What follows belongs to an exercise in optimizing a design on an open flow for small area, a short achievable clock period and few clock cycles; a production flow would make more cautious choices.
At most, simulation tests tie the RTL to the original design; equivalence was not proved.
No functional check of the RTL was part of runs 4 to 7.
Power is estimated from default activity; no workload was simulated.

**flow/flow/run.sh**
```bash
#!/bin/bash
# Standard ORFS layout, with the port buffers made from the smallest plain buffer.
set -euo pipefail
export BUFFER_PORTS_ARGS="-buffer_cell sky130_fd_sc_hd__buf_1"
bash standard.sh > standard_flow.log 2>&1
```
**flow/standard.sh**
```bash
#!/bin/bash
# synth_recipe.tcl (not shown) runs the flow's synth.tcl, then flattens the netlist and writes it again
# the make line also repeats each setting of config.mk as NAME=value (left out here)
make -C /OpenROAD-flow-scripts/flow DESIGN_CONFIG=/design/flow/config.mk WORK_HOME=/design/flow/orfs CLKGATE_MAP_FILE= SYNTH_SCRIPT=/design/flow/synth_recipe.tcl "${@:-finish}"
```
**flow/config.mk**
```make
export PLATFORM = sky130hd
export DESIGN_NAME = exu_top
export DESIGN_NICKNAME = exu_top
export VERILOG_FILES = /design/flow/design.v
export SDC_FILE = /design/flow/constraint.sdc
export NUM_CORES = 4
export LEC_CHECK = 0
export CAP_MARGIN = 40
export CORE_MARGIN = 2
export CORE_UTILIZATION = 40
export SETUP_SLACK_MARGIN = 4.5
export SLEW_MARGIN = 40
```
**flow/constraint.sdc**
```tcl
create_clock -name core_clock -period 9.0 [get_ports {clk}]
set_input_delay 1.8000 -clock core_clock [delete_from_list [all_inputs] [get_ports {clk}]]
set_output_delay 1.8000 -clock core_clock [all_outputs]
set_load 0.01 [all_outputs]
```
**flow/design.v**
```verilog
`default_nettype none
package isa_pkg;
    localparam int xlen = 32;
    localparam int reg_idx_w = 5;
    localparam int instr_bytes = 4;
    localparam int shamt_w = 5;
endpackage
`default_nettype wire
`default_nettype none
package exu_pkg;
    localparam int dec_op_w = 4;
    typedef enum logic [0:0] {
        unit_rglr = 1'b0,
        unit_brch = 1'b1
    } exu_unit_e;
    typedef enum logic [dec_op_w-1:0] {
        rop_add   = 4'd0,
        rop_sub   = 4'd1,
        rop_and   = 4'd2,
        rop_or    = 4'd3,
        rop_xor   = 4'd4,
        rop_sll   = 4'd5,
        rop_srl   = 4'd6,
        rop_sra   = 4'd7,
        rop_slt   = 4'd8,
        rop_sltu  = 4'd9,
        rop_lui   = 4'd10,
        rop_auipc = 4'd11
    } rglr_op_e;
    typedef enum logic [2:0] {
        bop_beq  = 3'd0,
        bop_bne  = 3'd1,
        bop_blt  = 3'd2,
        bop_bge  = 3'd3,
        bop_bltu = 3'd4,
        bop_bgeu = 3'd5,
        bop_jal  = 3'd6,
        bop_jalr = 3'd7
    } brch_op_e;
    typedef enum logic [3:0] {
        alu_add   = 4'd0,
        alu_sub   = 4'd1,
        alu_and   = 4'd2,
        alu_or    = 4'd3,
        alu_xor   = 4'd4,
        alu_sll   = 4'd5,
        alu_srl   = 4'd6,
        alu_sra   = 4'd7,
        alu_slt   = 4'd8,
        alu_sltu  = 4'd9,
        alu_pass2 = 4'd10
    } alu_op_e;
endpackage
`default_nettype wire
`timescale 1ns/1ps
`default_nettype none
import isa_pkg::*;
import exu_pkg::*;
module exu_top
(
    input  wire logic                 clk,
    input  wire logic                 reset,
    input  wire logic                 dec_op_vld,
    output logic                      dec_op_rdy,
    input  wire logic                 dec_unit,
    input  wire logic [dec_op_w-1:0]  dec_op,
    input  wire logic                 dec_use_imm,
    input  wire logic [reg_idx_w-1:0] dec_rd_idx,
    input  wire logic [xlen-1:0]      dec_pc,
    input  wire logic [xlen-1:0]      dec_imm,
    input  wire logic [xlen-1:0]      rs1_rdata,
    input  wire logic [xlen-1:0]      rs2_rdata,
    output logic                      gpr_wbck_vld,
    input  wire logic                 gpr_wbck_rdy,
    output logic [reg_idx_w-1:0]      gpr_wbck_idx,
    output logic [xlen-1:0]           gpr_wbck_wdata,
    output logic                      pipe_flush_req,
    input  wire logic                 pipe_flush_ack,
    output logic [xlen-1:0]           pipe_flush_pc_op1,
    output logic [xlen-1:0]           pipe_flush_pc_op2
);
    logic            w_free;
    logic            f_free;
    logic            accept;
    logic            is_brch;
    logic            is_jump;
    logic            is_lui;
    logic            is_auipc;
    logic            sel_imm;
    logic            use_pc;
    logic            do_sub;
    logic [xlen-1:0] a;
    logic [xlen-1:0] y;
    logic [xlen-1:0] opa;
    logic [xlen-1:0] opb;
    logic [xlen-1:0] sum;
    logic [xlen-1:0] xor_res;
    logic [xlen-1:0] shf_in;
    logic [xlen-1:0] shf_out;
    logic [xlen-1:0] shf_res;
    logic            shf_fill;
    logic            shf_left;
    logic            lt_s;
    logic            lt_u;
    logic            lt;
    logic            eq;
    logic            taken;
    logic            needs_w;
    logic [xlen-1:0] res;
    assign w_free = !gpr_wbck_vld || gpr_wbck_rdy;
    assign f_free = !pipe_flush_req || pipe_flush_ack;
    assign dec_op_rdy = (w_free || !needs_w) && (f_free || !is_brch);
    assign accept     = dec_op_vld && dec_op_rdy;
    assign is_brch  = (dec_unit == unit_brch);
    assign is_jump  = is_brch && (dec_op[2:1] == 2'b11);
    assign is_lui   = !is_brch && (dec_op == rop_lui);
    assign is_auipc = !is_brch && (dec_op == rop_auipc);
    assign needs_w  = !is_brch || is_jump;
    assign sel_imm = !is_brch && dec_use_imm;
    assign a       = rs1_rdata;
    assign y       = sel_imm ? dec_imm : rs2_rdata;
    assign use_pc = is_auipc || is_jump;
    assign do_sub = is_brch ? !is_jump : (dec_op == rop_sub || dec_op == rop_slt || dec_op == rop_sltu);
    assign opa    = use_pc ? dec_pc : a;
    always_comb begin
        if (is_jump)       opb = xlen'(instr_bytes);
        else if (is_auipc) opb = dec_imm;
        else               opb = do_sub ? ~y : y;
    end
    assign sum = opa + opb + xlen'(do_sub);
    assign lt_s = (a[xlen-1] != y[xlen-1]) ? a[xlen-1] : sum[xlen-1];
    assign lt_u = (a[xlen-1] != y[xlen-1]) ? y[xlen-1] : sum[xlen-1];
    assign xor_res = a ^ y;
    assign eq      = (xor_res == '0);
    always_comb begin
        case (dec_op[2:1])
            2'b00:   lt = eq;
            2'b01:   lt = lt_s;
            2'b10:   lt = lt_u;
            default: lt = 1'b0;
        endcase
        taken = is_jump || (lt ^ dec_op[0]);
    end
    assign shf_left = (dec_op == rop_sll);
    assign shf_fill = (dec_op == rop_sra) && a[xlen-1];
    always_comb begin
        for (int i = 0; i < xlen; i++) shf_in[i] = shf_left ? a[xlen-1-i] : a[i];
    end
    assign shf_out = $signed({shf_fill, shf_in}) >>> y[shamt_w-1:0];
    always_comb begin
        for (int i = 0; i < xlen; i++) shf_res[i] = shf_left ? shf_out[xlen-1-i] : shf_out[i];
    end
    always_comb begin
        res = sum;
        if (!is_brch) begin
            case (dec_op)
                rop_and:  res = a & y;
                rop_or:   res = a | y;
                rop_xor:  res = xor_res;
                rop_sll, rop_srl, rop_sra: res = shf_res;
                rop_slt:  res = xlen'(lt_s);
                rop_sltu: res = xlen'(lt_u);
                rop_lui:  res = dec_imm;
                default:  res = sum;
            endcase
        end
    end
    always_ff @(posedge clk) begin
        if (reset) begin
            gpr_wbck_vld <= 1'b0;
        end else if (w_free) begin
            gpr_wbck_vld <= accept && needs_w;
        end
    end
    always_ff @(posedge clk) begin
        if (w_free) begin
            gpr_wbck_idx   <= dec_rd_idx;
            gpr_wbck_wdata <= res;
        end
    end
    always_ff @(posedge clk) begin
        if (reset) begin
            pipe_flush_req <= 1'b0;
        end else if (f_free) begin
            pipe_flush_req <= accept && is_brch && taken;
        end
    end
    always_ff @(posedge clk) begin
        if (f_free) begin
            pipe_flush_pc_op1 <= (dec_op[0] && is_jump) ? a : dec_pc;
            pipe_flush_pc_op2 <= dec_imm;
        end
    end
endmodule
`default_nettype wire
```
==> results.tsv, run 1 <==
metric	value	unit
CTS max path bufs	2	
I/O Buffers	247	
clk latency of the worst-skew pair	370	ps
Top FF cell, synth	edfxtp_1	
antenna violations before repair	3	
setup TNS	0	ps
Tmin final	5400	ps
clock share of power	17.9	%
Die H	171	um
Least-Margin Pin Slew	778	ps
routed via count	11800	
Final Hold Viols	0	
slack of the worst reg-to-reg path	7440	ps
TritonCTS clock tree	yes	
sw frac	42.6	%
required time of the critical path	9130	ps
Post-Syn Area	11200	um2
leak pwr	5.54	nW
Gate power share	52.2	%
Final Slew Violations	0	
P_int	1.26	mW
Worst Path Arrival	5520	ps
largest net degree at the start of global routing	65	
Synth-to-Final Area Change	25.1	%
Hold Path Origin	gpr_wbck_vld	
drc violations	0	
RSZ-0062 raised after global routing	true	
FF-to-FF End	pipe_flush_req	
Post-synth EDFFs	101	
Placeable Area	27700	um2
Clock transition at path regs	90	ps
Die W	171	um
vias in the first global route	11100	
Num Clock Sinks	103	
Pwr Total	2.20	mW
final wirelength	49.6	mm
async set or reset register ratio after synthesis	0	%
grt met1 use	42.8	%
Syn Inst Count	1323	
RD Place Congestion	1.01	
WL/cell	25.5	um
Final period util	60.0	%
DPL Wire Length	35.8	mm
met2 Use GR	50.6	%
Ports	248	
TritonCTS Buffers	9	
CP endpoint kind	flop	
Syn Nets	1563	
Util after Layout	50.7	%
YS warnings	1	
layout cells sized above 1	14.9	%
CP startpoint kind	input port	
max-cap check violation count	0	
f_max	185	MHz
Worst Reg-to-Reg Cells	6	
Sequential Power Share	29.9	%
commonest non-fill, non-tap cell in the layout	buf_1	
tightest slew margin relative to the limit	48.0	%
Post-DRT Antenna Nets	0	
Net Sw Power	935	uW
CTS root buffer	clkbuf_16	
Final setup viols	0	
Starting Density	40.5	%
Hold EP	gpr_wbck_vld	
Seq/Total Area, Yosys	27.4	%
PwrDens	156	nW/um2
Worst Hold Class	reg -> reg	
Setup crit start	dec_op[3]	
maximum fanout along the worst path	11	
Unique masters post-synth	72	
first-pass GRT wire length	70.7	mm
Setup CP Type	in -> reg	
GRT Max-Usage Layer	met2	
number of synthesized register bits	103	
Syn Area/Cell	8.48	um2
full die area	29400	um2
GRT overflow	0	
net total in the final layout	1802	
met3 GRT Util	7.62	%
Iter 0 DRT Violations	1172	
Reg-to-Reg Start	gpr_wbck_vld	
Peak VDD IR	0.0000703	V
via density per instance	6.09	
commonest cells after routing, fill and taps aside	242 x buf_1, 164 x nand2_1, 108 x o21ai_0	
status	timing/DRC/antenna clean	
gr usage total	32.8	%
Worst Skew	14.4	ps
Max H-tree Level	3	
row count	61	
1st-pass router iterations	6	
hold depth	3	
## cell type report
class	count	area (um2)
Fill cell	2678	13700
Sequential cell	103	3070
Timing Repair Buffer	314	1690
Clock inverter	4	31.3
Inverter	72	290
Clock buffer	12	236
Multi-Input combinational cell	1060	8220
Antenna cell	1	2.50
Timing Repair inverter	2	12.5
Tap cell	378	473
## worst max-delay path: stages
cell,delay [ps]
buf_8,130
nor2_2,70
o31ai_4,360
buf_12,170
xnor2_2,110
a211oi_2,80
ha_1,360
a31oi_4,180
nand2_2,90
fa_2,390
a21o_1,210
a221oi_4,310
o21ai_2,160
nand2_2,150
o21ai_2,70
a221o_1,390
a31oi_1,220
xor2_1,170
a22oi_1,100
## power groups by stage
stage                     clock, mW  combinational, mW  sequential [mW]
after global placement            0              0.954            0.668
final                         0.394               1.15            0.657
after global routing          0.414               1.22            0.662
after floorplan                   0              0.595            0.696
after detailed placement          0              0.953            0.668
after CTS                     0.397               1.03            0.658
## worst max path at each step
| stage | end | cells after the start |
|---|---|---|
| finish | gpr_wbck_wdata[28] | 19 |
| detailed placement | gpr_wbck_wdata[28] | 19 |
| CTS | gpr_wbck_wdata[28] | 18 |
| floorplan | gpr_wbck_wdata[30] | 21 |
| global route | gpr_wbck_wdata[28] | 18 |
| global placement | gpr_wbck_wdata[28] | 19 |
## synth_stat cells, drive strengths merged, types with 25 or more instances
cell type  count  area share (%)
a211oi        40             2.7
buf           25             1.4
inv           71             2.4
xnor2         26             2.0
edfxtp       101              27
a21oi         56             2.5
ha            95              11
nand2        169             5.7
o21ai        138             6.2
nor2          92             3.1
a22oi         29             1.9
mux2i        116              10
xor2          36             2.8
clkbuf        67             2.2
## flip-flops by register name, summed over array words and instances, names as in the netlist
name               cells
gpr_wbck_idx           5
pipe_flush_req         1
pipe_flush_pc_op2     32
pipe_flush_pc_op1     32
gpr_wbck_wdata        32
gpr_wbck_vld           1
## routing by layer
layer / part of all wire (%) / vias to the layer above
li1: - / 5411
met1: 41 / 5685
met2: 44 / 631
met3: 9.6 / 118
met4: 5.4 / 2
met5: 0.022 / -
## timing repair
item | in CTS | in global routing
hold buffers | 0 | 0
resized for setup | 96 | 78
pin swaps | 20 | 26
setup endpoints to repair | 34 | 33
buffers inserted | 30 | 16
gates cloned | 8 | 1
## cell families after synthesis
logic type / count (synthesis) / synth area share [%]
simple gates: 342 / 13.1
buf+inv: 164 / 6.01
mux: 139 / 13.3
flops: 103 / 27.4
xor+xnor: 62 / 4.84
fa+ha+maj: 96 / 10.8
compound gates: 417 / 24.6
## per-stage QoR
stage | instances | area (um2) | hold WS, ps | worst slack, ps
after floorplan | 1323 | 11400 | 654 | 3180
after global placement | 1874 | 12500 | 652 | 1980
after detailed placement | 1874 | 12500 | 650 | 1860
after CTS | 1928 | 13500 | 667 | 3720
after global routing | 1945 | 14000 | 733 | 3510
final | 1946 | 14000 | 662 | 3600
Testbench counts, summed over its fixed seeds: cycles 17,772.
==> inputs of run 2 (changes only) <==
--- a/flow/config.mk
+++ b/flow/config.mk
@@ -8,5 +8,4 @@
 export CAP_MARGIN = 40
 export CORE_MARGIN = 2
 export CORE_UTILIZATION = 40
-export SETUP_SLACK_MARGIN = 4.5
 export SLEW_MARGIN = 40
==> results.tsv, run 2 <==
metric	value	unit	change
Clock transition at path regs	70	ps	was 90 ps
async set or reset register ratio after synthesis	0	%	unchanged
Final Slew Violations	0		unchanged
top cells by area, synth	edfxtp_1 27%, ha_1 11%, mux2i_1 10%, o21ai_0 6.1%, nand2_1 5.7%		unchanged
drc violations	0		unchanged
status	timing/DRC/antenna clean		unchanged
number of synthesized register bits	103		unchanged
Hold Path Origin	gpr_wbck_vld		unchanged
Worst Path Arrival	7380	ps	was 5520 ps
post-synth top area cell	edfxtp_1		unchanged
Syn Nets	1563		unchanged
sw frac	41.5	%	was 42.6%
gr usage total	30.7	%	was 32.8%
Synth-to-Final Area Change	13.6	%	was 25.1%
Hold Buf Count CTS	0		unchanged
vias in the first global route	10700		was 11100
Tmin final	7280	ps	was 5400 ps
commonest non-fill, non-tap cell in the layout	buf_1		unchanged
Post-synth EDFFs	101		unchanged
CTS root buffer	clkbuf_16		unchanged
slack of the worst reg-to-reg path	7390	ps	was 7440 ps
Seq/Total Area, Yosys	27.4	%	unchanged
Syn Area/Cell	8.48	um2	unchanged
Sequential Power Share	32.3	%	was 29.9%
Max H-tree Level	3		unchanged
routed via count	11400		was 11800
GRT overflow	0		unchanged
Placeable Area	27700	um2	unchanged
Unique masters post-synth	72		unchanged
Hold EP	gpr_wbck_vld		unchanged
final wirelength	45.5	mm	was 49.6 mm
count leader, synth	nand2_1		unchanged
Setup CP Type	in -> reg		unchanged
YS warnings	1		unchanged
max-cap check violation count	0		unchanged
Worst Hold Class	reg -> reg		unchanged
P_int	1.18	mW	was 1.26 mW
row count	61		unchanged
maximum fanout along the worst path	37		was 11
CP endpoint kind	flop		unchanged
Syn Inst Count	1323		unchanged
PwrDens	158	nW/um2	was 156 nW/um2
I/O Buffers	247		unchanged
CTS max path bufs	2		unchanged
FF-to-FF End	pipe_flush_req		unchanged
PostCTS Resize Cnt	0		was 96
setup TNS	0	ps	unchanged
first-pass GRT wire length	67.1	mm	was 70.7 mm
DP Worst Slack	1430	ps	was 1860 ps
WL/cell	24.0	um	was 25.5 um
Synth top area share	27.0	%	unchanged
Die H	171	um	unchanged
clk latency of the worst-skew pair	380	ps	was 370 ps
Final setup viols	0		unchanged
Post-DRT Antenna Nets	0		unchanged
Post-synth top cells	169 x nand2_1, 136 x o21ai_0, 115 x mux2i_1		unchanged
Fillers	2766		was 2678
Post-Syn Area	11200	um2	unchanged
commonest cells after routing, fill and taps aside	247 x buf_1, 167 x nand2_1, 135 x o21ai_0		was 242 x buf_1, 164 x nand2_1, 108 x o21ai_0
number of setup buffers added after CTS	0		was 30
largest net degree at the start of global routing	65		unchanged
Peak VDD IR	0.0000696	V	was 0.0000703 V
final worst slack	1720	ps	was 3600 ps
Die W	171	um	unchanged
RSZ-0062 raised after global routing	false		was true
Final Hold Viols	0		unchanged
TritonCTS clock tree	yes		unchanged
Worst Skew	14.3	ps	was 14.4 ps
CP startpoint kind	input port		unchanged
largest registers	gpr_wbck_wdata (32), pipe_flush_pc_op1 (32), pipe_flush_pc_op2 (32)		unchanged
antenna diode count	0		was 1
cell area after layout	12700	um2	was 14000 um2
Num Clock Sinks	103		unchanged
Iter 0 DRT Violations	1211		was 1172
full die area	29400	um2	unchanged
Ports	248		unchanged
Net Sw Power	837	uW	was 935 uW
Gate power share	47.4	%	was 52.2%
net total in the final layout	1748		was 1802
via density per instance	6.04		was 6.09
Worst Reg-to-Reg Cells	6		unchanged
Least-Margin Pin Slew	833	ps	was 778 ps
layout cells sized above 1	4.89	%	was 14.9%
clock share of power	20.3	%	was 17.9%
DPL Wire Length	35.3	mm	was 35.8 mm
hold depth	3		unchanged
Top FF cell, synth	edfxtp_1		unchanged
antenna violations before repair	0		was 3
Starting Density	40.5	%	unchanged
RD Place Congestion	1.01		about the same
Reg-to-Reg Start	gpr_wbck_vld		unchanged
leak pwr	5.07	nW	was 5.54 nW
placed cell area	12500	um2	about the same
Final period util	80.9	%	was 60.0%
TritonCTS Buffers	9		unchanged
1st-pass router iterations	5		was 6
required time of the critical path	9100	ps	was 9130 ps
f_max	137	MHz	was 185 MHz
tightest slew margin relative to the limit	44.4	%	was 48.0%
## run 2: cell type report
type,count,area (um2),share of cell area [%]
Multi-Input combinational cell,1056,7540,59.2
Clock inverter,6,62.6,0.491
Timing Repair Buffer,266,1100,8.65
Inverter,72,270,2.12
Sequential cell,103,3070,24.1
Tap cell,378,473,3.71
Clock buffer,9,225,1.77
## run 2: routing by layer
layer | GRT usage, % | vias up | part of all wire, %
li1 | - | 5298 | -
met1 | 41.2 | 5396 | 42
met2 | 48.7 | 640 | 45
met3 | 5.64 | 82 | 9.2
met4 | 12.4 | 0 | 3.8
met5 | 0 | - | 0
## run 2: per-stage QoR
stage	std cells	hold WS, ps	power [mW]	util (%)
3_3_place_gp	1873	648	1.60	44.7
6_report	1890	666	2.02	46.0
5_1_grt	1890	772	2.12	46.0
2_1_floorplan	1323	654	1.27	-
4_1_cts	1890	679	2.01	46.0
3_5_place_dp	1875	659	1.60	45.0
## run 2: worst max path at each step
stage                   start                  to  cells after the start
floorplan           dec_op[3]  gpr_wbck_wdata[20]                     19
global placement    dec_op[1]  gpr_wbck_wdata[22]                     20
detailed placement  dec_op[1]  gpr_wbck_wdata[20]                     20
CTS                 dec_op[1]  gpr_wbck_wdata[20]                     20
global route        dec_op[1]  gpr_wbck_wdata[22]                     20
finish              dec_op[1]  gpr_wbck_wdata[22]                     20
## run 2: cell families after synthesis
kind of cell	synth area share (%)
fa+ha+maj	10.8
mux	13.3
buf+inv	6.01
simple gates	13.1
flops	27.4
compound gates	24.6
xor+xnor	4.84
## run 2: worst max-delay path, cell delays in order
cell	delay, ps
buf_1	610
nand2_1	210
or3_2	770
buf_4	370
nand2_2	120
nand2_1	60
o21ai_0	80
ha_1	290
a31oi_1	260
nand2_1	130
fa_1	470
a21o_1	210
a221oi_1	370
o21ai_0	280
and4_1	260
nor3_1	480
o21ai_0	180
a21o_1	210
xnor2_1	110
o21ai_0	90
## run 2: power by group through the flow
stage / Sequential, mW / Combinational [mW] / Clock, mW
6_report: 0.651 / 0.956 / 0.409
5_1_grt: 0.658 / 1.04 / 0.427
4_1_cts: 0.653 / 0.939 / 0.417
3_5_place_dp: 0.663 / 0.934 / 0
3_3_place_gp: 0.664 / 0.931 / 0
2_1_floorplan: 0.696 / 0.569 / 0
==> inputs of run 3 (changes only) <==
--- a/flow/config.mk
+++ b/flow/config.mk
@@ -5,7 +5,9 @@
 export SDC_FILE = /design/flow/constraint.sdc
 export NUM_CORES = 4
 export LEC_CHECK = 0
+export ABC_AREA = 1
 export CAP_MARGIN = 40
 export CORE_MARGIN = 2
 export CORE_UTILIZATION = 40
+export SETUP_SLACK_MARGIN = 4.5
 export SLEW_MARGIN = 40
==> results.tsv, run 3 <==
metric	value	unit	change
status	timing/DRC/antenna clean		unchanged
Iter 0 DRT Violations	1674		was 1211
hold depth	2		was 3
DPL Wire Length	42.9	mm	was 35.3 mm
Clock transition at path regs	90	ps	was 70 ps
CTS max path bufs	2		unchanged
row count	61		unchanged
max-cap check violation count	0		unchanged
leak pwr	7.09	nW	was 5.07 nW
net total in the final layout	2311		was 1748
tightest slew margin relative to the limit	33.3	%	was 44.4%
Setup crit start	dec_use_imm		was dec_op[1]
register area	3070	um2	unchanged
f_max	206	MHz	was 137 MHz
clock share of power	17.8	%	was 20.3%
gr usage total	39.4	%	was 30.7%
RD Place Congestion	0.987		was 1.01
Setup CP Type	in -> reg		unchanged
Slowest-stage cell, CP	ha_4		was or3_2
TritonCTS clock tree	yes		unchanged
Synth-to-Final Area Change	40.0	%	was 13.6%
footprint of the multi-input gates	8740	um2	was 7540 um2
vias in the first global route	13400		was 10700
WL/cell	25.3	um	was 24.0 um
GRT overflow	0		unchanged
Worst Hold Class	reg -> reg		unchanged
slowest stage delay, CP	310	ps	was 770 ps
Final Slew Violations	0		unchanged
number of synthesized register bits	103		unchanged
clk latency of the worst-skew pair	390	ps	was 380 ps
largest net degree at the start of global routing	65		unchanged
Least-Margin Pin Slew	975	ps	was 833 ps
antenna diode count	0		unchanged
PwrDens	148	nW/um2	was 158 nW/um2
Hold Path Origin	pipe_flush_req		was gpr_wbck_vld
Hold Buf Count CTS	0		unchanged
placed insts	2278		was 1875
drc violations	0		unchanged
Syn Area/Cell	6.61	um2	was 8.48 um2
CP endpoint kind	flop		unchanged
Worst Skew	10.4	ps	was 14.3 ps
routed via count	14600		was 11400
Layout Cells excl Fill	2454		was 1890
Worst Reg-to-Reg Cells	2		was 6
Syn Nets	1968		was 1563
Tmin final	4850	ps	was 7280 ps
Die H	173	um	was 171 um
I/O Buffers	247		unchanged
Final Hold Viols	0		unchanged
Top FF cell, synth	edfxtp_1		unchanged
RSZ-0062 raised after global routing	true		was false
Ports	248		unchanged
Sequential Power Share	27.5	%	was 32.3%
Net Sw Power	1.07	mW	was 837 uW
P_int	1.29	mW	was 1.18 mW
count leader, synth	nand2_1		unchanged
antenna violations before repair	0		unchanged
setup TNS	0	ps	unchanged
layout cells sized above 1	20.9	%	was 4.89%
full die area	29900	um2	was 29400 um2
async set or reset register ratio after synthesis	0	%	unchanged
via density per instance	5.95		was 6.04
Die W	173	um	was 171 um
1st-pass router iterations	6		was 5
commonest cells after routing, fill and taps aside	451 x nand2_1, 240 x buf_1, 175 x inv_1		was 247 x buf_1, 167 x nand2_1, 135 x o21ai_0
final wirelength	62.2	mm	was 45.5 mm
Starting Density	40.9	%	was 40.5%
Seq/Total Area, Yosys	26.9	%	was 27.4%
Reg-to-Reg Start	pipe_flush_req		was gpr_wbck_vld
first-pass GRT wire length	87.9	mm	was 67.1 mm
Post-DRT Antenna Nets	0		unchanged
Util after Layout	57.3	%	was 46.0%
Post-synth EDFFs	101		unchanged
commonest non-fill, non-tap cell in the layout	nand2_1		was buf_1
Pwr Total	2.36	mW	was 2.02 mW
Gate power share	54.7	%	was 47.4%
Fillers	2812		was 2766
Final setup viols	0		unchanged
Placeable Area	27900	um2	was 27700 um2
top cells by area, synth	edfxtp_1 27%, nand2_1 16%, ha_1 10%, o21ai_0 7.4%, inv_1 6.4%		was edfxtp_1 27%, ha_1 11%, mux2i_1 10%, o21ai_0 6.1%, nand2_1 5.7%
TritonCTS Buffers	9		unchanged
Final period util	53.9	%	was 80.9%
largest registers	gpr_wbck_wdata (32), pipe_flush_pc_op1 (32), pipe_flush_pc_op2 (32)		unchanged
required time of the critical path	9140	ps	was 9100 ps
Syn Inst Count	1728		was 1323
Post-Syn Area	11400	um2	was 11200 um2
Max H-tree Level	3		unchanged
CP startpoint kind	input port		unchanged
Unique masters post-synth	50		was 72
Post-synth top cells	488 x nand2_1, 195 x inv_1, 170 x o21ai_0		was 169 x nand2_1, 136 x o21ai_0, 115 x mux2i_1
maximum fanout along the worst path	9		was 37
Peak VDD IR	0.0000828	V	was 0.0000696 V
post-synth top area cell	edfxtp_1		unchanged
Num Clock Sinks	103		unchanged
sw frac	45.2	%	was 41.5%
YS warnings	1		unchanged
CTS root buffer	clkbuf_16		unchanged
Worst Path Arrival	4990	ps	was 7380 ps
Synth top area share	26.5	%	was 27.0%
[run 3: cells by family after synthesis]
| kind of cell | count (synthesis) | share of synthesized area, % |
|---|---|---|
| xor+xnor | 22 | 1.69 |
| fa+ha+maj | 96 | 10.6 |
| buf+inv | 299 | 10.3 |
| compound gates | 466 | 23.9 |
| simple gates | 735 | 26.0 |
| flops | 103 | 26.9 |
| mux | 7 | 0.613 |
[run 3: worst paths after layout]
check	to	slack, ps
worst min register to register	pipe_flush_req	630
worst min-delay path	pipe_flush_req	630
worst max register to register	pipe_flush_pc_op2[0]	7420
worst max-delay path	gpr_wbck_wdata[28]	4150
[run 3: power groups by stage]
stage / Clock (mW) / Combinational (mW) / Sequential (mW)
2_1_floorplan: 0 / 0.533 / 0.685
3_3_place_gp: 0 / 0.903 / 0.656
3_5_place_dp: 0 / 0.896 / 0.656
4_1_cts: 0.423 / 1.11 / 0.648
5_1_grt: 0.436 / 1.36 / 0.654
6_report: 0.421 / 1.29 / 0.648
[run 3: worst max-delay path: cells and delay by family]
| kind | cells | cell delay (ps) |
|---|---|---|
| buf+inv | 10 | 1130 |
| compound gates | 6 | 620 |
| fa+ha+maj | 1 | 310 |
| simple gates | 9 | 1090 |
[run 3: layer usage]
| metal | GRT usage (%) | wire, um |
|---|---|---|
| met1 | 53.5 | 24900 |
| met2 | 60.3 | 26900 |
| met3 | 7.59 | 6950 |
| met4 | 18.7 | 3470 |
| met5 | 0 | 0 |
[run 3: metrics by stage]
stage	hold slack (ps)	setup slack, ps	cell area [um2]
6_report	627	4150	16000
3_3_place_gp	611	2240	12700
2_1_floorplan	759	3880	11700
3_5_place_dp	622	2140	12800
5_1_grt	651	4000	16000
4_1_cts	633	4180	14900
[run 3: layout make-up]
type	count	area share [%]
clock buffer	9	1.41
timing repair inverter	5	0.282
multi-input combinational	1339	54.6
sequential	103	19.2
tap	378	2.96
timing repair buffer	411	15.9
inverter	202	5.23
clock inverter	7	0.383
[run 3: what timing repair did]
action / 4_1_cts / 5_1_grt
pin swaps: 56 / 72
setup buffers: 90 / 48
gates resized for setup: 246 / 170
setup endpoints to repair: 34 / 34
cloned: 17 / 5
==> inputs of run 4 (changes only) <==
--- a/flow/design.v
+++ b/flow/design.v
@@ -109,7 +109,7 @@
     logic [xlen-1:0] res;
     assign w_free = !gpr_wbck_vld || gpr_wbck_rdy;
     assign f_free = !pipe_flush_req || pipe_flush_ack;
-    assign dec_op_rdy = (w_free || !needs_w) && (f_free || !is_brch);
+    assign dec_op_rdy = w_free && f_free;
     assign accept     = dec_op_vld && dec_op_rdy;
     assign is_brch  = (dec_unit == unit_brch);
     assign is_jump  = is_brch && (dec_op[2:1] == 2'b11);
==> flow/run.sh (new file) <==
#!/bin/bash
# synth_recipe.tcl (not shown) runs the flow's synth.tcl, then flattens the netlist and writes it again
# the make line also repeats each setting of config.mk as NAME=value (left out here)
make -C /OpenROAD-flow-scripts/flow DESIGN_CONFIG=/design/flow/config.mk WORK_HOME=/design/flow/orfs CLKGATE_MAP_FILE= SYNTH_SCRIPT=/design/flow/synth_recipe.tcl finish
--- a/flow/config.mk
+++ b/flow/config.mk
@@ -5,9 +5,7 @@
 export SDC_FILE = /design/flow/constraint.sdc
 export NUM_CORES = 4
 export LEC_CHECK = 0
-export ABC_AREA = 1
 export CAP_MARGIN = 40
 export CORE_MARGIN = 2
 export CORE_UTILIZATION = 40
-export SETUP_SLACK_MARGIN = 4.5
 export SLEW_MARGIN = 40
removed: flow/flow/run.sh
removed: flow/standard.sh
==> results.tsv, run 4 <==
metric	value	unit	change
main combinational cell family by area after synthesis	compound AO/OA/AOI/OAI gates		was simple AND/OR/NAND/NOR gates
cell area after layout	14400	um2	was 16000 um2
CP startpoint kind	input port		unchanged
hold depth	2		unchanged
post-synth top area cell	edfxtp_1		unchanged
Hold EP	pipe_flush_req		unchanged
Worst Path Arrival	7420	ps	was 4990 ps
Seq/Total Area, Yosys	27.2	%	was 26.9%
I/O Buffers	247		unchanged
setup TNS	0	ps	unchanged
final wirelength	46.1	mm	was 62.2 mm
Peak VDD IR	0.0000882	V	was 0.0000828 V
routed via count	11200		was 14600
Sequential Power Share	29.8	%	was 27.5%
row count	61		unchanged
commonest cells after routing, fill and taps aside	247 x clkdlybuf4s50_1, 137 x nand2_1, 132 x o21ai_0		was 451 x nand2_1, 240 x buf_1, 175 x inv_1
number of synthesized register bits	103		unchanged
PostCTS Resize Cnt	0		was 246
PwrDens	151	nW/um2	was 148 nW/um2
GRT overflow	0		unchanged
P_int	1.32	mW	was 1.29 mW
DPL Wire Length	34.9	mm	was 42.9 mm
TritonCTS clock tree	yes		unchanged
Clock transition at path regs	100	ps	was 90 ps
Hold Path Origin	pipe_flush_req		unchanged
WL/cell	24.4	um	was 25.3 um
TritonCTS Buffers	9		unchanged
Final period util	81.2	%	was 53.9%
Syn Area/Cell	8.59	um2	was 6.61 um2
net total in the final layout	1743		was 2311
Post-Syn Area	11300	um2	was 11400 um2
Iter 0 DRT Violations	1073		was 1674
Tmin final	7310	ps	was 4850 ps
Least-Margin Pin Slew	850	ps	was 975 ps
Unique masters post-synth	75		was 50
Starting Density	40.6	%	was 40.9%
Max H-tree Level	3		unchanged
layout cells sized above 1	6.23	%	was 20.9%
mux contribution to synthesized area	14.6	%	was 0.613%
Worst Hold Class	reg -> reg		unchanged
xor-xnor portion of the synthesized cell area	4.97	%	was 1.69%
tightest slew margin relative to the limit	43.3	%	was 33.3%
clock share of power	20.9	%	was 17.8%
Hold Buf Count CTS	0		unchanged
Setup CP Type	in -> reg		unchanged
Fillers	2643		was 2812
leak pwr	5.73	nW	was 7.09 nW
via density per instance	5.91		was 5.95
clk latency of the worst-skew pair	370	ps	was 390 ps
Placeable Area	27800	um2	was 27900 um2
Reg-to-Reg Start	pipe_flush_req		unchanged
Syn Nets	1554		was 1968
DP Worst Slack	1430	ps	was 2140 ps
CP endpoint kind	flop		unchanged
f_max	137	MHz	was 206 MHz
1st-pass router iterations	5		was 6
YS warnings	1		unchanged
slack of the worst reg-to-reg path	7330	ps	was 7420 ps
final worst slack	1690	ps	was 4150 ps
Post-synth top cells	140 x nand2_1, 132 x o21ai_0, 125 x mux2i_1		was 488 x nand2_1, 195 x inv_1, 170 x o21ai_0
required time of the critical path	9110	ps	was 9140 ps
RSZ-0062 raised after global routing	false		was true
hold slack final	937	ps	was 627 ps
commonest non-fill, non-tap cell in the layout	clkdlybuf4s50_1		was nand2_1
vias in the first global route	10500		was 13400
gr usage total	30.7	%	was 39.4%
drc violations	0		unchanged
Final Slew Violations	0		unchanged
placed cell area	14000	um2	was 12800 um2
RD Place Congestion	1.00		was 0.987
Synth top area share	26.9	%	was 26.5%
full die area	29600	um2	was 29900 um2
Final setup viols	0		unchanged
largest registers	gpr_wbck_wdata (32), pipe_flush_pc_op1 (32), pipe_flush_pc_op2 (32)		unchanged
Post-synth EDFFs	101		unchanged
top cells by area, synth	edfxtp_1 27%, mux2i_1 11%, ha_1 11%, o21ai_0 5.9%, nand2_1 4.7%		was edfxtp_1 27%, nand2_1 16%, ha_1 10%, o21ai_0 7.4%, inv_1 6.4%
Num Clock Sinks	103		unchanged
Net Sw Power	852	uW	was 1.07 mW
maximum fanout along the worst path	29		was 9
Gate power share	49.3	%	was 54.7%
sw frac	39.2	%	was 45.2%
count leader, synth	nand2_1		unchanged
Ports	248		unchanged
Post-Synth Adder-Cell Area	10.7	%	was 10.6%
Syn Inst Count	1314		was 1728
first-pass GRT wire length	67.4	mm	was 87.9 mm
Compound-Gate Fraction of Synth Area	24.0	%	was 23.9%
Worst Skew	16.6	ps	was 10.4 ps
CTS root buffer	clkbuf_16		unchanged
Die W	172	um	was 173 um
Worst Reg-to-Reg Cells	2		unchanged
Top FF cell, synth	edfxtp_1		unchanged
simple-gate share of the synthesized area	11.9	%	was 26.0%
largest net degree at the start of global routing	65		unchanged
status	timing/DRC/antenna clean		unchanged
async set or reset register ratio after synthesis	0	%	unchanged
Final Hold Viols	0		unchanged
Synth-to-Final Area Change	27.3	%	was 40.0%
FF-to-FF End	pipe_flush_pc_op1[13]		was pipe_flush_pc_op2[0]
max-cap check violation count	0		unchanged
Die H	172	um	was 173 um
Post-DRT Antenna Nets	0		unchanged
antenna violations before repair	2		was 0
CTS max path bufs	2		unchanged
number of setup buffers added after CTS	0		was 90
==> run 4: cell count changes in the layout (fill, tap and decap cells not counted), moves of 37 or more <==
| cell | before | now |
|---|---|---|
| a211oi_1 | 12 | 52 |
| a21oi_1 | 42 | 79 |
| buf_1 | 240 | 0 |
| buf_4 | 131 | 25 |
| clkdlybuf4s50_1 | 0 | 247 |
| inv_1 | 175 | 74 |
| mux2i_1 | 7 | 125 |
| nand2_1 | 451 | 137 |
| nand3_1 | 72 | 19 |
| o21ai_0 | 95 | 132 |
| o21ai_1 | 136 | 4 |
| xnor2_1 | 4 | 46 |
==> run 4: logic make-up after synthesis <==
kind of cell               Yosys count
AOI/OAI and AO/OA                  421
and+or+nand+nor                    306
buffers and inverters              170
muxes                              154
DFF                                103
adders and majority gates           96
xor gates and xnor gates            64
==> run 4: critical path, stage by stage <==
cell             delay [ps]
clkdlybuf4s50_1         770
nor2b_4                  80
mux2_4                  570
inv_2                   310
xnor2_1                 210
a211oi_1                380
ha_1                    310
inv_1                   100
o21bai_1                130
fa_1                    490
a21oi_1                 210
o21ai_0                 130
a21oi_1                 290
o21bai_1                150
o21ai_0                 380
a21oi_1                 230
a211oi_1                420
o21ai_0                 190
xnor2_1                 160
a21oi_1                  80
==> run 4: power groups by stage <==
stage	clock network (mW)	logic [mW]	registers (mW)
4_1_cts	0.460	1.06	0.650
6_report	0.453	1.07	0.648
3_3_place_gp	0	1.05	0.661
5_1_grt	0.478	1.15	0.655
2_1_floorplan	0	0.567	0.695
3_5_place_dp	0	1.05	0.660
==> run 4: per-layer routing <==
metal | track usage, % | vias to the layer above | wire, um
li1 | - | 5236 | -
met1 | 42.3 | 5292 | 19700
met2 | 47.8 | 555 | 20600
met3 | 5.20 | 74 | 3870
met4 | 12.6 | 0 | 1850
met5 | 0 | - | 0
==> run 4: metrics by stage <==
step | std cells | utilization [%] | total power, mW
final | 1887 | 51.7 | 2.17
after global routing | 1886 | 51.7 | 2.29
after CTS | 1886 | 51.7 | 2.17
after detailed placement | 1870 | 50.5 | 1.71
after global placement | 1870 | 50.5 | 1.71
after floorplan | 1314 | - | 1.26
==> run 4: worst max-delay path by stage <==
stage                               endpoint  slack, ps      from  cells past startpoint
after floorplan           gpr_wbck_wdata[21]       2940  dec_unit                     22
after global placement     gpr_wbck_wdata[0]       1550  dec_unit                     17
after detailed placement   gpr_wbck_wdata[0]       1430  dec_unit                     17
after CTS                  gpr_wbck_wdata[0]       1800  dec_unit                     17
after global routing      gpr_wbck_wdata[30]       1370  dec_unit                     20
final                     gpr_wbck_wdata[30]       1690  dec_unit                     20
==> run 4: layout make-up <==
type | instances | area [um2] | share of cell area, %
Inverter | 76 | 285 | 1.99
Clock buffer | 9 | 225 | 1.57
Sequential cell | 103 | 3070 | 21.4
Timing Repair Buffer | 272 | 2660 | 18.5
Clock inverter | 7 | 101 | 0.706
Antenna cell | 1 | 2.50 | 0.0174
Tap cell | 378 | 473 | 3.29
Multi-Input combinational cell | 1041 | 7540 | 52.5
==> inputs of run 5 (changes only) <==
--- a/flow/design.v
+++ b/flow/design.v
@@ -106,28 +106,33 @@
     logic            eq;
     logic            taken;
     logic            needs_w;
+    logic            use_a;
+    logic            sel_and;
+    logic            sel_or;
+    logic            sel_xor;
+    logic            sel_shf;
+    logic            sel_slt;
+    logic            sel_ltu;
+    logic            sel_sum;
     logic [xlen-1:0] res;
     assign w_free = !gpr_wbck_vld || gpr_wbck_rdy;
     assign f_free = !pipe_flush_req || pipe_flush_ack;
-    assign dec_op_rdy = w_free && f_free;
+    assign dec_op_rdy = (w_free || !needs_w) && (f_free || !is_brch);
     assign accept     = dec_op_vld && dec_op_rdy;
     assign is_brch  = (dec_unit == unit_brch);
     assign is_jump  = is_brch && (dec_op[2:1] == 2'b11);
     assign is_lui   = !is_brch && (dec_op == rop_lui);
     assign is_auipc = !is_brch && (dec_op == rop_auipc);
     assign needs_w  = !is_brch || is_jump;
-    assign sel_imm = !is_brch && dec_use_imm;
+    assign sel_imm = !is_brch && (dec_use_imm || is_lui || is_auipc);
     assign a       = rs1_rdata;
     assign y       = sel_imm ? dec_imm : rs2_rdata;
     assign use_pc = is_auipc || is_jump;
+    assign use_a  = !use_pc && !is_lui;
     assign do_sub = is_brch ? !is_jump : (dec_op == rop_sub || dec_op == rop_slt || dec_op == rop_sltu);
-    assign opa    = use_pc ? dec_pc : a;
-    always_comb begin
-        if (is_jump)       opb = xlen'(instr_bytes);
-        else if (is_auipc) opb = dec_imm;
-        else               opb = do_sub ? ~y : y;
-    end
-    assign sum = opa + opb + xlen'(do_sub);
+    assign opa    = ({xlen{use_a}} & a) | ({xlen{use_pc}} & dec_pc);
+    assign opb    = is_jump ? xlen'(instr_bytes) : (y ^ {xlen{do_sub}});
+    assign sum    = opa + opb + xlen'(do_sub);
     assign lt_s = (a[xlen-1] != y[xlen-1]) ? a[xlen-1] : sum[xlen-1];
     assign lt_u = (a[xlen-1] != y[xlen-1]) ? y[xlen-1] : sum[xlen-1];
     assign xor_res = a ^ y;
@@ -150,21 +155,19 @@
     always_comb begin
         for (int i = 0; i < xlen; i++) shf_res[i] = shf_left ? shf_out[xlen-1-i] : shf_out[i];
     end
-    always_comb begin
-        res = sum;
-        if (!is_brch) begin
-            case (dec_op)
-                rop_and:  res = a & y;
-                rop_or:   res = a | y;
-                rop_xor:  res = xor_res;
-                rop_sll, rop_srl, rop_sra: res = shf_res;
-                rop_slt:  res = xlen'(lt_s);
-                rop_sltu: res = xlen'(lt_u);
-                rop_lui:  res = dec_imm;
-                default:  res = sum;
-            endcase
-        end
-    end
+    assign sel_and = !is_brch && (dec_op == rop_and);
+    assign sel_or  = !is_brch && (dec_op == rop_or);
+    assign sel_xor = !is_brch && (dec_op == rop_xor);
+    assign sel_shf = !is_brch && (dec_op == rop_sll || dec_op == rop_srl || dec_op == rop_sra);
+    assign sel_slt = !is_brch && (dec_op == rop_slt);
+    assign sel_ltu = !is_brch && (dec_op == rop_sltu);
+    assign sel_sum = !(sel_and || sel_or || sel_xor || sel_shf || sel_slt || sel_ltu);
+    assign res = ({xlen{sel_sum}} & sum)
+               | ({xlen{sel_and}} & (a & y))
+               | ({xlen{sel_or}}  & (a | y))
+               | ({xlen{sel_xor}} & xor_res)
+               | ({xlen{sel_shf}} & shf_res)
+               | xlen'((sel_slt && lt_s) || (sel_ltu && lt_u));
     always_ff @(posedge clk) begin
         if (reset) begin
             gpr_wbck_vld <= 1'b0;
==> flow/flow/run.sh (new file) <==
#!/bin/bash
# Standard ORFS layout, with the port buffers made from the smallest plain buffer.
set -euo pipefail
export BUFFER_PORTS_ARGS="-buffer_cell sky130_fd_sc_hd__buf_1"
bash standard.sh > standard_flow.log 2>&1
==> flow/standard.sh (new file) <==
#!/bin/bash
# synth_recipe.tcl (not shown) runs the flow's synth.tcl, then flattens the netlist and writes it again
# the make line also repeats each setting of config.mk as NAME=value (left out here)
make -C /OpenROAD-flow-scripts/flow DESIGN_CONFIG=/design/flow/config.mk WORK_HOME=/design/flow/orfs CLKGATE_MAP_FILE= SYNTH_SCRIPT=/design/flow/synth_recipe.tcl "${@:-finish}"
--- a/flow/config.mk
+++ b/flow/config.mk
@@ -8,4 +8,5 @@
 export CAP_MARGIN = 40
 export CORE_MARGIN = 2
 export CORE_UTILIZATION = 40
+export SETUP_SLACK_MARGIN = 4.5
 export SLEW_MARGIN = 40
removed: flow/run.sh
==> results.tsv, run 5 <==
metric	value	unit	change
status	timing/DRC/antenna clean		unchanged
Synth top area share	27.4	%	was 26.9%
TritonCTS clock tree	yes		unchanged
P_int	1.32	mW	about the same
leak pwr	5.83	nW	was 5.73 nW
TritonCTS Buffers	9		unchanged
row count	60		was 61
Syn Area/Cell	8.69	um2	was 8.59 um2
Gate power share	53.4	%	was 49.3%
DPL Wire Length	37.6	mm	was 34.9 mm
Net Sw Power	1.01	mW	was 852 uW
YS warnings	1		unchanged
Final Hold Viols	0		unchanged
Worst Path Arrival	5380	ps	was 7420 ps
Max H-tree Level	3		unchanged
Post-synth EDFFs	101		unchanged
Die H	170	um	was 172 um
gr usage total	35.2	%	was 30.7%
count leader, synth	edfxtp_1		was nand2_1
max-cap check violation count	0		unchanged
CP endpoint kind	flop		unchanged
CTS max path bufs	2		unchanged
Ports	248		unchanged
Peak VDD IR	0.0000860	V	was 0.0000882 V
number of synthesized register bits	103		unchanged
1st-pass router iterations	7		was 5
WL/cell	27.0	um	was 24.4 um
first-pass GRT wire length	75.0	mm	was 67.4 mm
Starting Density	40.9	%	was 40.6%
commonest non-fill, non-tap cell in the layout	buf_1		was clkdlybuf4s50_1
Final setup viols	0		unchanged
RSZ-0062 raised after global routing	true		was false
Setup CP Type	in -> reg		unchanged
async set or reset register ratio after synthesis	0	%	unchanged
Sequential Power Share	28.8	%	was 29.8%
PwrDens	158	nW/um2	was 151 nW/um2
post-synth top area cell	edfxtp_1		unchanged
Unique masters post-synth	96		was 75
Top FF cell, synth	edfxtp_1		unchanged
setup TNS	0	ps	unchanged
Final period util	58.8	%	was 81.2%
routed via count	12300		was 11200
largest registers	gpr_wbck_wdata (32), pipe_flush_pc_op1 (32), pipe_flush_pc_op2 (32)		unchanged
I/O Buffers	247		unchanged
top cells by area, synth	edfxtp_1 27%, ha_1 11%, mux2i_1 6.8%, o21ai_0 4.2%, a21oi_1 4.0%		was edfxtp_1 27%, mux2i_1 11%, ha_1 11%, o21ai_0 5.9%, nand2_1 4.7%
Seq/Total Area, Yosys	27.7	%	was 27.2%
drc violations	0		unchanged
Syn Nets	1515		was 1554
Final Slew Violations	0		unchanged
Num Clock Sinks	103		unchanged
RD Place Congestion	0.965		was 1.00
Worst Skew	8.03	ps	was 16.6 ps
CP startpoint kind	input port		unchanged
Least-Margin Pin Slew	845	ps	was 850 ps
commonest cells after routing, fill and taps aside	241 x buf_1, 101 x edfxtp_1, 94 x nand2_1		was 247 x clkdlybuf4s50_1, 137 x nand2_1, 132 x o21ai_0
layout cells sized above 1	21.0	%	was 6.23%
net total in the final layout	1814		was 1743
via density per instance	6.28		was 5.91
required time of the critical path	9090	ps	was 9110 ps
Die W	170	um	was 172 um
final wirelength	52.8	mm	was 46.1 mm
sw frac	43.2	%	was 39.2%
vias in the first global route	11500		was 10500
placed insts	1825		was 1870
Syn Inst Count	1275		was 1314
clk latency of the worst-skew pair	380	ps	was 370 ps
Post-DRT Antenna Nets	0		unchanged
f_max	189	MHz	was 137 MHz
maximum fanout along the worst path	8		was 29
clock share of power	17.8	%	was 20.9%
Tmin final	5290	ps	was 7310 ps
full die area	29000	um2	was 29600 um2
Post-Syn Area	11100	um2	was 11300 um2
tightest slew margin relative to the limit	43.7	%	was 43.3%
Iter 0 DRT Violations	1377		was 1073
largest net degree at the start of global routing	65		unchanged
Post-synth top cells	101 x edfxtp_1, 100 x nand2_1, 98 x nor2_1		was 140 x nand2_1, 132 x o21ai_0, 125 x mux2i_1
hold slack final	861	ps	was 937 ps
CTS root buffer	clkbuf_16		unchanged
Worst Hold Class	reg -> reg		unchanged
antenna violations before repair	1		was 2
Placeable Area	27100	um2	was 27800 um2
Synth-to-Final Area Change	32.8	%	was 27.3%
Clock transition at path regs	90	ps	was 100 ps
Layout Cells excl Fill	1952		was 1887
GRT overflow	0		unchanged
[run 5: area by class of cell]
| class | instances | area, um2 |
|---|---|---|
| repair inverters | 1 | 8.76 |
| well taps | 372 | 465 |
| fillers | 2554 | 12400 |
| inverters | 85 | 353 |
| repair buffers | 368 | 2190 |
| multi-input cells | 1006 | 8330 |
| clock buffers | 9 | 225 |
| clock inverters | 7 | 56.3 |
| diodes | 1 | 2.50 |
| flip-flops and latches | 103 | 3070 |
[run 5: logic make-up (layout without fill, tap and decap cells)]
| group | count (synthesis) | count (layout) | synth area share [%] |
|---|---|---|---|
| fa+ha+maj | 96 | 96 | 11.0 |
| compound gates | 402 | 402 | 24.9 |
| buf+inv | 171 | 470 | 6.65 |
| simple gates | 348 | 352 | 14.8 |
| flops | 103 | 103 | 27.7 |
| mux | 105 | 106 | 11.0 |
| xor+xnor | 50 | 50 | 3.95 |
| other cells | 0 | 1 | 0 |
[run 5: per-stage QoR]
stage          utilization [%]  area [um2]  worst slack, ps  power (mW)
6_report                  54.3       14700             3710        2.33
5_1_grt                   54.3       14700             3620        2.41
4_1_cts                   52.3       14200             3850        2.22
3_5_place_dp              45.7       12400             1990        1.67
3_3_place_gp              45.6       12400             2120        1.67
2_1_floorplan                -       11300             3730        1.31
[run 5: power by group through the flow]
stage / logic (mW) / registers (mW) / clock network, mW
5_1_grt: 1.31 / 0.675 / 0.429
4_1_cts: 1.14 / 0.670 / 0.415
3_5_place_dp: 0.985 / 0.681 / 0
3_3_place_gp: 0.983 / 0.682 / 0
2_1_floorplan: 0.608 / 0.706 / 0
6_report: 1.24 / 0.670 / 0.415
[run 5: repair_timing]
action,4_1_cts,5_1_grt
pin swaps,74,48
hold endpoints to repair,0,0
cloned,6,3
buffers inserted,79,22
hold buffers,0,0
setup endpoints to repair,34,34
gates resized for setup,152,51
[run 5: routing by layer]
metal / track usage, % / wire [um]
met5: 0 / 0
met4: 15.9 / 2740
met3: 6.07 / 5070
met2: 53.8 / 23000
met1: 48.5 / 22000
[run 5: worst paths after layout]
path                                startpoint                    end  slack [ps]  depth (start not counted)
worst max-delay path                 dec_op[2]     gpr_wbck_wdata[23]        3710                         18
worst min-delay path              gpr_wbck_vld     gpr_wbck_wdata[19]         860                          2
worst max register to register  pipe_flush_req  pipe_flush_pc_op1[26]        7520                          3
worst min register to register    gpr_wbck_vld     gpr_wbck_wdata[19]         860                          2
[run 5: critical path, cell delays in order]
cell and delay [ps]:
buf_12 110, nand4bb_4 290, nand2_8 170, buf_16 180
buf_12 120, mux2i_4 240, xnor2_1 100, nor2_1 170
ha_4 240, and4_4 200, and4b_1 210, a211oi_4 190
nor4bb_4 300, buf_4 180, nor2_2 40, xor2_1 130
a222oi_1 430, o221ai_1 240
==> inputs of run 6 (changes only) <==
--- a/flow/design.v
+++ b/flow/design.v
@@ -132,7 +132,24 @@
     assign do_sub = is_brch ? !is_jump : (dec_op == rop_sub || dec_op == rop_slt || dec_op == rop_sltu);
     assign opa    = ({xlen{use_a}} & a) | ({xlen{use_pc}} & dec_pc);
     assign opb    = is_jump ? xlen'(instr_bytes) : (y ^ {xlen{do_sub}});
-    assign sum    = opa + opb + xlen'(do_sub);
+    always_comb begin
+        logic [xlen-1:0] g, p, gg, pp, c;
+        g  = opa & opb;
+        p  = opa ^ opb;
+        gg = g;
+        pp = p;
+        gg[0] = g[0] | (p[0] & do_sub);
+        for (int l = 0; l < 5; l++) begin
+            for (int i = 0; i < xlen; i++) begin
+                if (((i >> l) & 1) == 1) begin
+                    gg[i] = gg[i] | (pp[i] & gg[((i >> l) << l) - 1]);
+                    pp[i] = pp[i] & pp[((i >> l) << l) - 1];
+                end
+            end
+        end
+        c   = {gg[xlen-2:0], do_sub};
+        sum = p ^ c;
+    end
     assign lt_s = (a[xlen-1] != y[xlen-1]) ? a[xlen-1] : sum[xlen-1];
     assign lt_u = (a[xlen-1] != y[xlen-1]) ? y[xlen-1] : sum[xlen-1];
     assign xor_res = a ^ y;
==> results.tsv, run 6 <==
metric	value	unit	change
tightest slew margin relative to the limit	44.7	%	was 43.7%
Peak VDD IR	0.0000890	V	was 0.0000860 V
Worst Skew	9.04	ps	was 8.03 ps
largest registers	gpr_wbck_wdata (32), pipe_flush_pc_op1 (32), pipe_flush_pc_op2 (32)		unchanged
final wirelength	52.3	mm	was 52.8 mm
Post-Syn Area	10600	um2	was 11100 um2
largest net degree at the start of global routing	65		unchanged
YS warnings	1		unchanged
Final setup viols	0		unchanged
f_max	185	MHz	was 189 MHz
GRT overflow	0		unchanged
Pwr Total	2.27	mW	was 2.33 mW
RSZ-0062 raised after global routing	true		unchanged
met3 GRT Util	8.86	%	was 6.07%
CTS max path bufs	2		unchanged
clock share of power	18.2	%	was 17.8%
setup TNS	0	ps	unchanged
Final Hold Viols	0		unchanged
antenna diode count	0		was 1
post-synth top area cell	edfxtp_1		unchanged
Tmin final	5390	ps	was 5290 ps
status	timing/DRC/antenna clean		unchanged
Least-Margin Pin Slew	828	ps	was 845 ps
Starting Density	40.7	%	was 40.9%
Clock transition at path regs	80	ps	was 90 ps
final worst slack	3610	ps	was 3710 ps
leak pwr	6.00	nW	was 5.83 nW
1st-pass router iterations	6		was 7
met2 Use GR	53.4	%	was 53.8%
Iter 0 DRT Violations	1463		was 1377
Worst Hold Class	reg -> reg		unchanged
CP endpoint kind	flop		unchanged
Syn Inst Count	1209		was 1275
Ports	248		unchanged
antenna violations before repair	0		was 1
TritonCTS clock tree	yes		unchanged
Seq/Total Area, Yosys	28.9	%	was 27.7%
Net Sw Power	974	uW	was 1.01 mW
Post-DRT Antenna Nets	0		unchanged
P_int	1.30	mW	was 1.32 mW
TritonCTS Buffers	9		unchanged
commonest cells after routing, fill and taps aside	241 x buf_1, 103 x nor2_1, 101 x edfxtp_1		was 241 x buf_1, 101 x edfxtp_1, 94 x nand2_1
layout cells sized above 1	23.7	%	was 21.0%
drc violations	0		unchanged
top cells by area, synth	edfxtp_1 29%, ha_1 11%, mux2i_1 8.6%, a21oi_1 4.3%, nand2_1 3.9%		was edfxtp_1 27%, ha_1 11%, mux2i_1 6.8%, o21ai_0 4.2%, a21oi_1 4.0%
Num Clock Sinks	103		unchanged
maximum fanout along the worst path	11		was 8
RD Place Congestion	1.01		was 0.965
Syn Area/Cell	8.78	um2	was 8.69 um2
Worst Path Arrival	5460	ps	was 5380 ps
CTS root buffer	clkbuf_16		unchanged
Synth-to-Final Area Change	36.7	%	was 32.8%
Syn Nets	1452		was 1515
gr usage total	35.4	%	was 35.2%
Sequential Power Share	29.2	%	was 28.8%
row count	59		was 60
Synth top area share	28.6	%	was 27.4%
Die H	167	um	was 170 um
Die W	167	um	was 170 um
GRT Max-Usage Layer	met2		unchanged
Fillers	2398		was 2554
commonest non-fill, non-tap cell in the layout	buf_1		unchanged
Max H-tree Level	3		unchanged
via density per instance	6.34		was 6.28
required time of the critical path	9070	ps	was 9090 ps
max-cap check violation count	0		unchanged
Top FF cell, synth	edfxtp_1		unchanged
Hold Buf Count CTS	0		unchanged
Unique masters post-synth	82		was 96
first-pass GRT wire length	73.6	mm	was 75.0 mm
Final Slew Violations	0		unchanged
vias in the first global route	11300		was 11500
Gate power share	52.6	%	was 53.4%
sw frac	42.9	%	was 43.2%
routed via count	11900		was 12300
DP Worst Slack	1730	ps	was 1990 ps
WL/cell	28.0	um	was 27.0 um
clk latency of the worst-skew pair	370	ps	was 380 ps
CP startpoint kind	input port		unchanged
net total in the final layout	1773		was 1814
Final period util	59.9	%	was 58.8%
Util after Layout	55.7	%	was 54.3%
Setup CP Type	in -> reg		unchanged
async set or reset register ratio after synthesis	0	%	unchanged
Post-synth top cells	109 x nand2_1, 109 x nor2_1, 101 x edfxtp_1		was 101 x edfxtp_1, 100 x nand2_1, 98 x nor2_1
number of synthesized register bits	103		unchanged
grt met1 use	46.2	%	was 48.5%
I/O Buffers	247		unchanged
full die area	27900	um2	was 29000 um2
DPL Wire Length	33.2	mm	was 37.6 mm
Post-synth EDFFs	101		unchanged
PwrDens	156	nW/um2	was 158 nW/um2
Placeable Area	26100	um2	was 27100 um2
-- run 6: cell count changes in the layout (fill, tap and decap cells not counted), sizes merged, moves of 9 or more --
cell / change
nand3: -27
inv: +9
mux2i: +16
o21ai: -17
nor2: +11
nand2: +11
-- run 6: cells by family after synthesis --
logic type      Yosys count  synth area share [%]
mux                     115                  11.6
compound gates          364                  23.1
buf+inv                 165                  6.68
xor+xnor                 47                  3.88
flops                   103                  28.9
simple gates            316                  13.6
fa+ha+maj                99                  12.1
-- run 6: metrics by stage --
| step | cell area, um2 | hold WS [ps] | cells |
|---|---|---|---|
| after global routing | 14500 | 857 | 1870 |
| after detailed placement | 11800 | 827 | 1726 |
| after CTS | 13900 | 843 | 1839 |
| final | 14500 | 819 | 1870 |
| after global placement | 11800 | 846 | 1726 |
| after floorplan | 10800 | 795 | 1209 |
-- run 6: path summary, 6_finish.rpt --
kind                   from                 end  slack, ps  depth (start not counted)
min            gpr_wbck_vld        gpr_wbck_vld        820                          3
max               dec_op[1]  gpr_wbck_wdata[12]       3610                         15
max reg2reg  pipe_flush_req      pipe_flush_req       7050                          5
min reg2reg    gpr_wbck_vld        gpr_wbck_vld        820                          3
-- run 6: final cells by class --
| cell class | instances | area, um2 | area share [%] |
|---|---|---|---|
| Inverter | 86 | 400 | 2.76 |
| Clock buffer | 9 | 225 | 1.55 |
| Timing Repair Buffer | 373 | 2280 | 15.7 |
| Clock inverter | 7 | 66.3 | 0.457 |
| Multi-Input combinational cell | 952 | 8010 | 55.2 |
| Tap cell | 335 | 419 | 2.89 |
| Sequential cell | 103 | 3070 | 21.2 |
| Timing Repair inverter | 5 | 43.8 | 0.302 |
-- run 6: critical path: stages --
cell and delay [ps]:
buf_12 100, buf_4 180, nand3_2 410, nand2_2 340, fa_2 250, inv_2 40, fa_2 380, a21o_1 190
nand2_2 80, o211ai_1 250, a21oi_4 300, buf_4 150, xnor2_1 60, a222oi_1 640, o221ai_1 270
-- run 6: what timing repair did --
item	4_1_cts	5_1_grt
cloned	18	5
gates resized for setup	177	78
buffers inserted	79	26
setup endpoints to repair	34	34
pin swaps	64	60
-- run 6: per-layer routing --
metal  vias to the layer above  wire (um)
met1                      5647      20200
li1                       5156          -
met4                         0       3580
met2                       849      22200
met5                         -          0
met3                       203       6310
-- run 6: power by group through the flow --
stage | Clock [mW] | Sequential (mW) | Combinational (mW)
3_3_place_gp | 0 | 0.676 | 0.888
4_1_cts | 0.418 | 0.664 | 1.07
2_1_floorplan | 0 | 0.702 | 0.548
5_1_grt | 0.430 | 0.670 | 1.25
3_5_place_dp | 0 | 0.674 | 0.896
6_report | 0.412 | 0.664 | 1.19
==> inputs of run 7 (changes only) <==
--- a/flow/config.mk
+++ b/flow/config.mk
@@ -10,3 +10,4 @@
 export CORE_UTILIZATION = 40
 export SETUP_SLACK_MARGIN = 4.5
 export SLEW_MARGIN = 40
+export TNS_END_PERCENT = 10
==> results.tsv, run 7 <==
metric	value	unit	change
Final setup viols	0		unchanged
Starting Density	40.7	%	unchanged
DPL Wire Length	33.3	mm	was 33.2 mm
Tmin final	5480	ps	was 5390 ps
Post-synth EDFFs	101		unchanged
commonest cells after routing, fill and taps aside	242 x buf_1, 103 x nand2_1, 102 x nor2_1		was 241 x buf_1, 103 x nor2_1, 101 x edfxtp_1
Syn Nets	1452		unchanged
TritonCTS Buffers	9		unchanged
gr usage total	33.1	%	was 35.4%
RSZ-0062 raised after global routing	true		unchanged
Fillers	2531		was 2398
largest net degree at the start of global routing	71		was 65
net total in the final layout	1725		was 1773
YS warnings	1		unchanged
Post-DRT Antenna Nets	0		unchanged
maximum fanout along the worst path	12		was 11
Slowest-stage cell, CP	a222oi_1		unchanged
full die area	27900	um2	unchanged
WL/cell	26.7	um	was 28.0 um
slowest stage delay, CP	560	ps	was 640 ps
TritonCTS clock tree	yes		unchanged
CP endpoint kind	flop		unchanged
clk latency of the worst-skew pair	360	ps	was 370 ps
Pwr Total	2.15	mW	was 2.27 mW
Synth top area share	28.6	%	unchanged
largest registers	gpr_wbck_wdata (32), pipe_flush_pc_op1 (32), pipe_flush_pc_op2 (32)		unchanged
antenna violations before repair	0		unchanged
CTS max path bufs	2		unchanged
Placeable Area	26100	um2	unchanged
Syn Inst Count	1209		unchanged
Worst Path Arrival	5550	ps	was 5460 ps
Least-Margin Pin Slew	899	ps	was 828 ps
Post-Syn Area	10600	um2	unchanged
required time of the critical path	9070	ps	about the same
async set or reset register ratio after synthesis	0	%	unchanged
Peak VDD IR	0.0000861	V	was 0.0000890 V
commonest non-fill, non-tap cell in the layout	buf_1		unchanged
Clock transition at path regs	80	ps	about the same
I/O Buffers	247		unchanged
vias in the first global route	10400		was 11300
Die W	167	um	unchanged
top cells by area, synth	edfxtp_1 29%, ha_1 11%, mux2i_1 8.6%, a21oi_1 4.3%, nand2_1 3.9%		unchanged
max-cap check violation count	0		unchanged
row count	59		unchanged
Worst Skew	7.98	ps	was 9.04 ps
Worst Hold Class	reg -> reg		unchanged
Top cell by count, worst path	fa_2		
Die H	167	um	unchanged
Post-synth top cells	109 x nand2_1, 109 x nor2_1, 101 x edfxtp_1		unchanged
CP startpoint kind	input port		unchanged
antenna diode count	0		unchanged
Setup CP Type	in -> reg		unchanged
final wirelength	48.7	mm	was 52.3 mm
post-synth top area cell	edfxtp_1		unchanged
f_max	183	MHz	was 185 MHz
Unique masters post-synth	82		unchanged
leak pwr	5.57	nW	was 6.00 nW
cell area after layout	13500	um2	was 14500 um2
CP Cell Sequence	clkbuf_2 -> o21ai_4 -> nand2_4 -> buf_12 -> nor2_4 -> o21ai_2 -> fa_2 -> inv_2 -> fa_2 -> a21o_1 -> nand2_2 -> o211ai_1 -> buf_4 -> a21oi_4 -> o21ai_2 -> a21oi_2 -> fa_2 -> xnor2_1 -> a222oi_1 -> o221ai_1		was buf_12 -> buf_4 -> nand3_2 -> nand2_2 -> fa_2 -> inv_2 -> fa_2 -> a21o_1 -> nand2_2 -> o211ai_1 -> a21oi_4 -> buf_4 -> xnor2_1 -> a222oi_1 -> o221ai_1
tightest slew margin relative to the limit	39.9	%	was 44.7%
drc violations	0		unchanged
hold slack final	880	ps	was 819 ps
number of synthesized register bits	103		unchanged
Num Clock Sinks	103		unchanged
RD Place Congestion	1.01		about the same
status	timing/DRC/antenna clean		unchanged
Seq/Total Area, Yosys	28.9	%	unchanged
footprint of the multi-input gates	7540	um2	was 8010 um2
Final Hold Viols	0		unchanged
setup TNS	0	ps	unchanged
Final Slew Violations	0		unchanged
Top FF cell, synth	edfxtp_1		unchanged
Final period util	60.8	%	was 59.9%
GRT overflow	0		unchanged
1st-pass router iterations	9		was 6
via density per instance	6.19		was 6.34
PwrDens	159	nW/um2	was 156 nW/um2
Synth-to-Final Area Change	27.1	%	was 36.7%
layout cells sized above 1	16.6	%	was 23.7%
first-pass GRT wire length	68.7	mm	was 73.6 mm
Syn Area/Cell	8.78	um2	unchanged
Ports	248		unchanged
CTS root buffer	clkbuf_16		unchanged
Hold Buf Count CTS	0		unchanged
placed cell area	11800	um2	about the same
register area	3070	um2	unchanged
Max H-tree Level	3		unchanged
routed via count	11300		was 11900
Iter 0 DRT Violations	1260		was 1463
run 7: cell counts after synthesis:
No cell type changed its count.
run 7: worst paths after layout:
check | endpoint | depth (start not counted) | slack [ps] | startpoint
setup / recovery | gpr_wbck_wdata[17] | 20 | 3520 | dec_op[0]
setup reg to reg | pipe_flush_req | 5 | 6950 | pipe_flush_req
hold / removal | gpr_wbck_vld | 4 | 880 | pipe_flush_req
hold reg to reg | gpr_wbck_vld | 4 | 880 | pipe_flush_req
run 7: layer usage:
layer	track usage, %	vias to the layer above	wire length, um
li1	-	5050	-
met1	45.0	5472	20300
met2	51.1	680	21300
met3	7.01	85	5000
met4	13.5	0	2120
met5	0	-	0
run 7: repair_timing:
item / 4_1_cts / 5_1_grt
buffers inserted: 42 / 24
cloned: 11 / 4
pin swaps: 34 / 39
setup endpoints to repair: 34 / 34
resized for setup: 98 / 53
run 7: layout make-up:
cell class                 count  share of cell area (%)
sequential                   103                    22.8
timing repair buffer         330                    13.0
multi-input combinational    949                    55.9
timing repair inverter         3                   0.195
clock buffer                  10                    1.70
tap                          335                    3.11
clock inverter                 6                   0.464
inverter                      86                    2.82
run 7: per-stage QoR:
step	util, %	cells	setup slack (ps)
after floorplan	-	1209	3660
after global placement	45.2	1725	1590
after detailed placement	45.2	1725	1710
after CTS	49.8	1794	3510
after global routing	51.8	1822	3490
final	51.8	1822	3520
run 7: power by group:
group          switching (mW)  internal [mW]  total (mW)
Combinational           0.665          0.406        1.07
Clock                   0.218          0.197       0.415
Sequential             0.0329          0.626       0.659
run 7: critical path: cells and delay by family:
| kind | cells | cell delay, ps |
|---|---|---|
| xor+xnor | 1 | 130 |
| compound gates | 9 | 1790 |
| fa+ha+maj | 3 | 950 |
| buf+inv | 4 | 590 |
| simple gates | 3 | 300 |
run 7: cells by family (layout without fill, tap and decap cells):
logic type / after synthesis / after routing / share of synthesized area (%)
AOI/OAI and AO/OA: 364 / 364 / 23.1
and+or+nand+nor: 316 / 321 / 13.6
buffers and inverters: 165 / 435 / 6.68
muxes: 115 / 118 / 11.6
DFF: 103 / 103 / 28.9
adders and majority gates: 99 / 99 / 12.1
xor gates and xnor gates: 47 / 47 / 3.88

==> re-timing with driven ports <==
In the flow no input, the clock included, has a driving cell. The finished layouts below were timed again as built, in two steps.
Step 1 sets driving cells, clkbuf_16 on the clock port and buf_2 on the other inputs (assumed; they add their load-dependent delay and slew).
Step 2 times the ports against the registers' clock, not the clock port: input delays grow and output delays shrink by t, the midpoint of the rising clock arrivals with the driver on.
a / b / c = no drivers / after step 1 / after step 2; a / b = the first two.
run	t, ns	slack for setup (ns)	worst hold slack (ns)	worst data-port slew with drivers (ns)	cell pins on the clock port's net
run 1	0.426	3.601 / 3.590 / 3.164	0.662 / 0.662 / 0.662	0.07	1
run 2	0.424	1.719 / 1.745 / 1.320	0.666 / 0.666 / 0.666	0.08	1
run 3	0.430	4.148 / 4.141 / 3.711	0.627 / 0.627 / 0.627	0.06	1
run 4	0.416	1.695 / 1.725 / 1.308	0.937 / 0.937 / 0.937	0.05	1
run 5	0.424	3.712 / 3.703 / 3.279	0.861 / 0.861 / 0.861	0.07	1
run 6	0.415	3.605 / 3.557 / 3.141	0.819 / 0.819 / 0.819	0.12	1
run 7	0.411	3.524 / 3.513 / 3.102	0.880 / 0.880 / 0.880	0.08	1
After both steps setup and hold are still met in every run listed. For run 6, which loses most, drivers alone change the setup slack by -0.048 ns; drivers and shift together by -0.464 ns.
